Context: an optimization exercise on an open-source flow, tuned for small area and a short achievable clock period. The choices shown serve that exercise and are no tape-out recipe.
Only simulation tests tie the RTL to the original design; equivalence was not proved.
No activity file was given, so power comes from the tool's default toggle rates.

==> flow/design.v (excerpt) <==
module fft_power_peak #(
    parameter  int N          = 8,
    parameter  int DATA_WIDTH = 16,
    localparam int BIN_W      = $clog2(N),
    localparam int PWR_W      = 2 * DATA_WIDTH + 1
) (
    input  logic                         clk,
    input  logic                         rst_n,
    input  logic signed [DATA_WIDTH-1:0] in_real,
    input  logic signed [DATA_WIDTH-1:0] in_imag,
    input  logic                         in_valid,
    input  logic                         clear,
    input  logic        [PWR_W-1:0]      thresh,
    output logic                         peak_over,
    output logic        [PWR_W-1:0]      pwr_out,
    output logic        [BIN_W-1:0]      pwr_bin,
    output logic                         pwr_valid,
    output logic        [PWR_W-1:0]      peak_pwr,
    output logic        [BIN_W-1:0]      peak_bin,
    output logic                         peak_valid,
    output logic        [15:0]           frame_cnt,
    output logic        [1:0]            dbg_state
);
    logic        r_s1_valid;
    logic [2:0]  r_bin_cnt;      
    always_ff @(posedge clk or negedge rst_n) begin
        if (!rst_n) begin
            r_s1_valid <= 1'b0;
            r_bin_cnt  <= '0;
        end else begin
            r_s1_valid <= in_valid & ~clear;
            r_bin_cnt  <= clear ? 3'd0 : r_bin_cnt + {2'b0, in_valid};
        end
    end
  ...
Size in the first run: roughly 210 flip-flops, ~160 I/O pins.
Settings: LEC_CHECK=0, CAP_MARGIN=20, CORE_MARGIN=2, CORE_UTILIZATION=40, SETUP_SLACK_MARGIN=4.3, SLEW_MARGIN=20, SYNTH_HIERARCHICAL=1, SYNTH_MINIMUM_KEEP_SIZE=0; clock period 7.5 ns.
standard.sh (not shown) runs the stock make flow with config.mk's settings and CLKGATE_MAP_FILE= SYNTH_SCRIPT=/design/flow/synth_recipe.tcl, a recipe that flattens the netlist after the stock synthesis.
==> flow/flow/run.sh <==
#!/bin/bash
# Layout flow: the standard flow (standard synthesis, floorplan, place, CTS, route,
# finish) unchanged, except that
#  - the port buffers are the platform's plain buf_1 cell instead of the resizer's default
#    pick (repair_design and repair_timing still resize them);
#  - CTS builds the tree from clkbuf_4 and clkbuf_8 cells, clusters up to 12 sinks per
#    leaf buffer and
#    adds no dummy load cells.
set -euo pipefail
export BUFFER_PORTS_ARGS="-buffer_cell sky130_fd_sc_hd__buf_1"
export CTS_ARGS="-sink_clustering_enable -repair_clock_nets -buf_list {sky130_fd_sc_hd__clkbuf_4 sky130_fd_sc_hd__clkbuf_8} -sink_clustering_size 12 -sink_clustering_max_diameter 50 -dont_use_dummy_load"
bash standard.sh finish > standard.log 2>&1
Then changed:
--- a/flow/config.mk
+++ b/flow/config.mk
@@ -11 +11 @@
-export SETUP_SLACK_MARGIN = 4.3
+export SETUP_SLACK_MARGIN = 4.2
@@ -14,0 +15 @@
+export TNS_END_PERCENT = 10
Clock skew goes down by 0.0092 ns.
Synthesized cell count does not change.
Sequential power barely changes.
Worst setup slack loses 0.098 ns.
Clock power went up by about 1%.
Design area fell by 9.5%.
Fmax fell by about 2.8%.
Total power fell by about 3.4%.
Then changed:
==> flow/flow/run.sh (replaced) <==
#!/bin/bash
# Layout flow: the standard flow (standard synthesis, floorplan, place, CTS, route,
# finish) unchanged, except that the port buffers are the platform's plain buf_1 cell
# instead of the resizer's default pick; repair_design and repair_timing still resize them.
set -euo pipefail
export BUFFER_PORTS_ARGS="-buffer_cell sky130_fd_sc_hd__buf_1"
bash standard.sh finish > standard.log 2>&1
--- a/flow/config.mk
+++ b/flow/config.mk
@@ -10,0 +11 @@
+export CTS_BUF_LIST = sky130_fd_sc_hd__clkbuf_4
@@ -15 +15,0 @@
-export TNS_END_PERCENT = 10
After rerunning: Utilization is higher by 1.8 points. Clock skew climbs by 0.012 ns. Maximum frequency came out higher by 2.4%. Setup slack improved by 0.083 ns. Power rose by 6.6%.
Then changed:
--- a/flow/config.mk
+++ b/flow/config.mk
@@ -12 +12 @@
-export SETUP_SLACK_MARGIN = 4.2
+export SETUP_SLACK_MARGIN = 4.3
Effect: The changed run went through all stages and came out clean; clock power is about the same; routed wire length came out higher by a few percent; power came out higher slightly; final area came out higher by a little under a tenth; global-route usage came out higher by 0.17 points; core utilization came out higher by 3.4 points; die area does not change.

========
Another version of the RTL of fft_power_peak (not shown whole).
For scale: about 15,000 sq um of cells after synthesis.
// fft_power_peak
module fft_power_peak #(
    parameter  int N          = 8,
    parameter  int DATA_WIDTH = 16,
    localparam int BIN_W      = $clog2(N),
    localparam int PWR_W      = 2 * DATA_WIDTH + 1
) (
    input  logic                         clk,
    input  logic                         rst_n,
    input  logic signed [DATA_WIDTH-1:0] in_real,
    input  logic signed [DATA_WIDTH-1:0] in_imag,
    input  logic                         in_valid,
    input  logic                         clear,
    input  logic        [PWR_W-1:0]      thresh,
    output logic                         peak_over,
    output logic        [PWR_W-1:0]      pwr_out,
    output logic        [BIN_W-1:0]      pwr_bin,
    output logic                         pwr_valid,
    output logic        [PWR_W-1:0]      peak_pwr,
    output logic        [BIN_W-1:0]      peak_bin,
    output logic                         peak_valid,
    output logic        [15:0]           frame_cnt,
    output logic        [1:0]            dbg_state
);
export LEC_CHECK = 0
export CAP_MARGIN = 20
export CORE_MARGIN = 2
export CORE_UTILIZATION = 40
export SETUP_SLACK_MARGIN = 4.0
export SLEW_MARGIN = 20
export SYNTH_HIERARCHICAL = 1
export SYNTH_MINIMUM_KEEP_SIZE = 0
create_clock -name core_clock -period 7.5 [get_ports {clk}]
==> flow/flow/run.sh <==
#!/bin/bash
# Layout flow: the standard flow (standard synthesis, floorplan, place, CTS, route,
# finish) unchanged, except that
#  - the port buffers are the platform's plain buf_1 cell instead of the resizer's default
#    pick (repair_design and repair_timing still resize them);
#  - CTS builds the tree from clkbuf_4 and clkbuf_8 cells, clusters up to 12 sinks per
#    leaf buffer and
#    adds no dummy load cells.
set -euo pipefail
export BUFFER_PORTS_ARGS="-buffer_cell sky130_fd_sc_hd__buf_1"
export CTS_ARGS="-sink_clustering_enable -repair_clock_nets -buf_list {sky130_fd_sc_hd__clkbuf_4 sky130_fd_sc_hd__clkbuf_8} -sink_clustering_size 12 -sink_clustering_max_diameter 50 -dont_use_dummy_load"
bash standard.sh finish > standard.log 2>&1
Then changed:
==> flow/flow/run.sh (replaced) <==
#!/bin/bash
# Layout flow: the standard flow (standard synthesis, floorplan, place, CTS, route,
# finish) unchanged, except that the port buffers are the platform's plain buf_1 cell
# instead of the resizer's default pick; repair_design and repair_timing still resize them.
set -euo pipefail
export BUFFER_PORTS_ARGS="-buffer_cell sky130_fd_sc_hd__buf_1"
bash standard.sh finish > standard.log 2>&1
- CTS_BUF_LIST: not set -> sky130_fd_sc_hd__clkbuf_4
- SETUP_SLACK_MARGIN: 4.0 -> 4.2
Cell area grows by 4.8%; worst setup slack gets better by 110 ps; core utilization increases by 2.2 points; via count goes up by 3.4%; routed wire length rose by 4.7%.

## afterwards: timing with drivers on the ports
The flow's constraints put no driver on any port. The routed layouts listed below were extracted and timed again, unchanged, in two steps. Step 1 (the two cells are an assumption about what drives the block):
set clk [get_ports {clk}]
set_driving_cell -lib_cell sky130_fd_sc_hd__clkbuf_16 $clk
set_driving_cell -lib_cell sky130_fd_sc_hd__buf_2 [delete_from_list [all_inputs] $clk]
Step 2 adds t to the input delays and takes it off the output delays; t is the mean of the earliest and latest rising clock arrival at the registers after step 1. Input paths then give back, and output paths get back, about the clock's delay inside the block. Three values: ideal ports, drivers, drivers and shift; two values: the first two.
| run | shift t [ns] | slack for setup (ns) | hold slack, ns | worst slew at a driven data input, ns |
|---|---|---|---|---|
| the first run of note 1 | 0.579 | 4.048 / 4.041 / 3.463 | 0.446 / 0.446 / 0.446 | 0.06 |
| the second run of note 1 | 0.573 | 3.949 / 3.949 / 3.566 | 0.444 / 0.444 / 0.444 | 0.05 |
| the third run of note 1 | 0.732 | 4.032 / 4.032 / 3.471 | 0.436 / 0.436 / 0.436 | 0.05 |
| the fourth run of note 1 | 0.717 | 4.028 / 4.028 / 3.559 | 0.447 / 0.447 / 0.447 | 0.04 |
| the first run of note 2 | 0.576 | 4.020 / 4.032 / 3.457 | 0.426 / 0.426 / 0.426 | 0.06 |
| the second run of note 2 | 0.716 | 4.133 / 4.152 / 3.436 | 0.440 / 0.440 / 0.440 | 0.04 |
After both steps every run listed still meets setup and hold. For the second run of note 2, which loses most, drivers alone change the setup slack by +0.019 ns; drivers and shift together by -0.697 ns.
